This design comes from an exercise in tuning for small area and a short achievable clock period on the open sky130 flow, not from production work.
Where RTL was checked, it was by simulation tests only, not by an equivalence proof against the original.
Power and IR drop assume default switching activity. No driver is modelled on the clock port, so clocking that relies on it looks cheaper here than on a real chip.

// stride_prefetcher
module stride_prefetcher #(
    parameter int unsigned TABLE_ENTRIES = 8,
    parameter int unsigned FIFO_DEPTH    = 8,
    parameter int unsigned MAX_CREDITS   = 2
) (
    input  logic                       clk_i,
    input  logic                       rst_ni,
    input  logic                       snoop_valid_i,
    input  logic [pf_pkg::ADDR_W-1:0]  snoop_addr_i,
    input  logic                       cfg_valid_i,
    input  logic [pf_pkg::COUNT_W-1:0] cfg_nblocks_i,
    output logic                       req_valid_o,
    output logic [pf_pkg::ADDR_W-1:0]  req_addr_o,
    input  logic                       credit_i
);
==> flow/config.mk <==
export PLATFORM = sky130hd
export DESIGN_NAME = stride_prefetcher
export DESIGN_NICKNAME = stride_prefetcher
export VERILOG_FILES = /design/flow/design.v
export SDC_FILE = /design/flow/constraint.sdc
export NUM_CORES = 4
export LEC_CHECK = 0
export CAP_MARGIN = 20
export CORE_MARGIN = 2
export CORE_UTILIZATION = 40
export SETUP_SLACK_MARGIN = 5
export SLEW_MARGIN = 20
==> flow/constraint.sdc <==
create_clock -name core_clock -period 9.0 [get_ports {clk_i}]
set_input_delay 1.8000 -clock core_clock [delete_from_list [all_inputs] [get_ports {clk_i}]]
set_output_delay 1.8000 -clock core_clock [all_outputs]
set_load 0.01 [all_outputs]
standard.sh (not shown) runs the stock make flow with config.mk's settings and CLKGATE_MAP_FILE= SYNTH_SCRIPT=/design/flow/synth_recipe.tcl, a recipe that flattens the netlist after the stock synthesis.
==> flow/flow/run.sh <==
#!/bin/bash
# Standard layout; clock tree with larger sink clusters and without dummy loads. Each
# tool's output is in the ORFS logs under orfs/logs and in standard.log here.
set -o pipefail
export CTS_ARGS="-sink_clustering_enable -repair_clock_nets -dont_use_dummy_load -sink_clustering_size 24 -sink_clustering_max_diameter 150"
bash standard.sh > standard.log 2>&1
Next try:
==> flow/flow/run.sh (replaced) <==
#!/bin/bash
# Standard layout; clock tree with larger sink clusters and without dummy loads. Each
# tool's output is in the ORFS logs under orfs/logs and in standard.log here.
set -o pipefail
export CTS_ARGS="-sink_clustering_enable -repair_clock_nets -dont_use_dummy_load -sink_clustering_size 30 -sink_clustering_max_diameter 150"
bash standard.sh > standard.log 2>&1
- CORE_UTILIZATION: 40 -> 55
- The changed run ran to the end with no violations
- clock power shrinks by about 8%
- area after synthesis stays the same
- via count grows by 1.0%
Next try:
==> flow/flow/run.sh (replaced) <==
#!/bin/bash
# Standard layout; clock tree of clkbuf_8 leaves under a clkbuf_16 root, without dummy
# loads. Each tool's output is in the ORFS logs under orfs/logs and in standard.log here.
set -o pipefail
export CTS_ARGS="-sink_clustering_enable -repair_clock_nets -dont_use_dummy_load -root_buf sky130_fd_sc_hd__clkbuf_16 -buf_list sky130_fd_sc_hd__clkbuf_8 -sink_clustering_size 16 -sink_clustering_max_diameter 100"
bash standard.sh > standard.log 2>&1
- CORE_UTILIZATION: 55 -> 40
After rerunning: Core utilization is lower by 17 points; clock power rises by about 5%; via count came out lower by 0.49%.
Next try:
==> flow/flow/run.sh (replaced) <==
#!/bin/bash
# Standard layout; clock tree with larger sink clusters and without dummy loads. Each
# tool's output is in the ORFS logs under orfs/logs and in standard.log here.
set -o pipefail
export CTS_ARGS="-sink_clustering_enable -repair_clock_nets -dont_use_dummy_load -sink_clustering_size 30 -sink_clustering_max_diameter 150"
bash standard.sh > standard.log 2>&1
- CORE_UTILIZATION: 40 -> 70
Outcome:
- The changed run completed without violations
- worst hold slack got worse by 0.0032 ns
- setup slack gets worse by 0.018 ns
- wire length shrinks by 6.3%
- core utilization increases by 33 points
- register-to-register slack is worse by 0.05 ns
Next try:
==> flow/flow/run.sh (replaced) <==
#!/bin/bash
# Standard layout; clock tree built without dummy loads. Each tool's output is in the
# ORFS logs under orfs/logs and in standard.log here.
set -o pipefail
export CTS_ARGS="-sink_clustering_enable -repair_clock_nets -dont_use_dummy_load"
bash standard.sh > standard.log 2>&1
- CORE_UTILIZATION: 70 -> 40
Effect: The new run produced a clean layout; final cell count goes up by 19%; design area goes up by about 5%; synthesized cell count is unchanged; via count goes down by 1.3%; maximum frequency goes up by about 1.6%; clock power goes up by 70%; wire length goes up by 6.6%; core utilization goes down by 31 points.

---

stride_prefetcher, a different RTL version from the one above (not shown whole).
For scale: about 960 flip-flops, about 78 I/O pins, roughly 37000 um^2 of cells after synthesis.
==> flow/config.mk <==
export PLATFORM = sky130hd
export DESIGN_NAME = stride_prefetcher
export DESIGN_NICKNAME = stride_prefetcher
export VERILOG_FILES = /design/flow/design.v
export SDC_FILE = /design/flow/constraint.sdc
export NUM_CORES = 4
export LEC_CHECK = 0
export CAP_MARGIN = 20
export CORE_MARGIN = 2
export CORE_UTILIZATION = 40
export SETUP_SLACK_MARGIN = 5
export SLEW_MARGIN = 20
==> flow/constraint.sdc <==
create_clock -name core_clock -period 9.0 [get_ports {clk_i}]
set_input_delay 1.8000 -clock core_clock [delete_from_list [all_inputs] [get_ports {clk_i}]]
set_output_delay 1.8000 -clock core_clock [all_outputs]
set_load 0.01 [all_outputs]
==> flow/flow/run.sh <==
#!/bin/bash
# Standard layout; clock tree with larger sink clusters and without dummy loads. Each
# tool's output is in the ORFS logs under orfs/logs and in standard.log here.
set -o pipefail
export CTS_ARGS="-sink_clustering_enable -repair_clock_nets -dont_use_dummy_load -sink_clustering_size 24 -sink_clustering_max_diameter 150"
bash standard.sh > standard.log 2>&1
The first run ran to the end with no violations.
Edit:
--- a/flow/flow/run.sh
+++ b/flow/flow/run.sh
@@ -5,0 +6 @@
+export SETUP_SLACK_MARGIN=5.6
SETUP_SLACK_MARGIN = not set   (was 5)
Result: Die area stays the same; cell area rises by 1.8%; cell count came out higher by 0.82%; worst hold slack got worse by 0.0069 ns; via count grows by 0.50%; synthesized area is unchanged; fmax rose by 1.8%; global-route usage grows by 0.20 points; non-clock buffer count increases by 29; synthesized cell count is unchanged.
No functional check of the RTL was part of any run of this note.

---

== JK ==
Another version of the RTL of stride_prefetcher (not shown whole).
Size in the first run: ~2,200 cells after synthesis, ~910 flip-flops, about 78 I/O pins, roughly 36,000 sq um of cells after synthesis.
## stride_prefetcher
module stride_prefetcher #(
    parameter int unsigned TABLE_ENTRIES = 8,
    parameter int unsigned FIFO_DEPTH    = 8,
    parameter int unsigned MAX_CREDITS   = 2
) (
    input  logic                       clk_i,
    input  logic                       rst_ni,
    input  logic                       snoop_valid_i,
    input  logic [pf_pkg::ADDR_W-1:0]  snoop_addr_i,
    input  logic                       cfg_valid_i,
    input  logic [pf_pkg::COUNT_W-1:0] cfg_nblocks_i,
    output logic                       req_valid_o,
    output logic [pf_pkg::ADDR_W-1:0]  req_addr_o,
    input  logic                       credit_i
);
clock: 9.0 ns
lec_check: 0
cap_margin: 20
core_margin: 2
core_utilization: 40
slew_margin: 20
==> flow/flow/run.sh <==
#!/bin/bash
set -o pipefail
cp standard.sh standard_sh.log.txt 2>/dev/null
cat config.mk > config_mk.log.txt
export SETUP_SLACK_MARGIN=${MARGIN:-6}
bash standard.sh > standard.log 2>&1
The inputs of MS differ from those of JK as listed below.
Settings: setting SETUP_SLACK_MARGIN to 5 for the first time.
==> flow/run.sh (new file) <==
#!/bin/bash
# synth_recipe.tcl (not shown) runs the flow's synth.tcl, then flattens the netlist and writes it again
# the make line also repeats each setting of config.mk as NAME=value (left out here)
make -C /OpenROAD-flow-scripts/flow DESIGN_CONFIG=/design/flow/config.mk WORK_HOME=/design/flow/orfs CLKGATE_MAP_FILE= SYNTH_SCRIPT=/design/flow/synth_recipe.tcl finish
removed: flow/flow/run.sh
removed: flow/standard.sh
==> comparison <==
MS and JK all finish clean.
Against JK, net switching power in MS fell slightly.
When MS is set beside JK, its slew of the pin with the lowest slew margin turns out to be 0.035 ns larger.
MS: number of clock buffers in the layout 8 above JK
Count of placed standard cells in the final layout, fillers left out shrinks by a few percent when moving from JK to MS.
MS vs JK — wire length of the first global-routing pass dropped by more than 10%
On hold slack, MS and JK are neck and neck.
[diff] area of all placed cells without fillers, MS relative to JK: improvement
The higher total stage count of the critical path of MS and JK is in MS.
> inputs changed (MS -> AL)
Settings: an added CTS_BUF_LIST of sky130_fd_sc_hd__clkbuf_4 sky130_fd_sc_hd__clkbuf_8; an added CTS_CLUSTER_SIZE of 20.
[summary]
Area growth from synthesis to final layout, AL and MS, higher one = MS. Changes observed in AL relative to MS: power went down 3.5%, met1 demand-to-capacity share in global routing held steady. In AL, the post-route worst setup slack came out 0.014 ns below the value in MS. Met3 demand-to-capacity share in global routing, AL and MS: larger value in AL. Summary of AL over MS: critical path depth went down, met2 wire length now sits lower, routed wire length about even, core utilization of the finished layout down 0.20 points. Post-layout net count of AL exceeds that of MS by a few percent. Between MS and AL, the flow reports cell area after layout decreasing slightly.

## what the ideal ports hide
No port has a modelled driver above. Below, the same layouts with a new extraction and two added sets of constraints. Step 1: set_driving_cell puts a clkbuf_16 on clk_i and a buf_2 on each other input, an assumption about the parent block. Step 2 adds t to the input delays and takes it off the output delays; t is the mean of the earliest and latest rising clock arrival at the registers after step 1. Input paths then give back, and output paths get back, about the clock's delay inside the block. Slacks: ideal ports / drivers / drivers and shift; pairs: ideal ports / drivers.
| run | shift t [ns] | setup slack, ns | hold WS [ns] | worst setup path at the end | worst slew at a driven data input, ns |
|---|---|---|---|---|---|
| the first run of note 1 | 0.655 | 5.070 / 5.070 / 4.469 | 0.380 / 0.380 / 0.380 | input to register | 0.04 |
| the second run of note 1 | 0.629 | 5.073 / 5.073 / 4.491 | 0.374 / 0.374 / 0.374 | input to register | 0.04 |
| the third run of note 1 | 0.643 | 5.087 / 5.123 / 4.487 | 0.385 / 0.385 / 0.385 | input to register | 0.04 |
| the fourth run of note 1 | 0.641 | 5.069 / 5.069 / 4.537 | 0.382 / 0.382 / 0.382 | input to register | 0.04 |
| the fifth run of note 1 | 0.676 | 5.129 / 5.129 / 4.619 | 0.372 / 0.372 / 0.372 | input to register | 0.04 |
| the first run of note 2 | 0.659 | 5.124 / 5.124 / 4.566 | 0.335 / 0.335 / 0.335 | input to register | 0.05 |
| the second run of note 2 | 0.667 | 5.195 / 5.195 / 4.986 | 0.328 / 0.328 / 0.328 | input to register | 0.05 |
| JK | 0.702 | 5.241 / 5.241 / 5.241 | 0.371 / 0.371 / 0.371 | register to register | 0.05 |
| MS | 0.695 | 5.137 / 5.137 / 4.547 | 0.373 / 0.373 / 0.373 | input to register | 0.05 |
| AL | 0.825 | 5.122 / 5.122 / 4.521 | 0.366 / 0.366 / 0.366 | input to register | 0.05 |
After both steps every run listed still meets setup and hold.
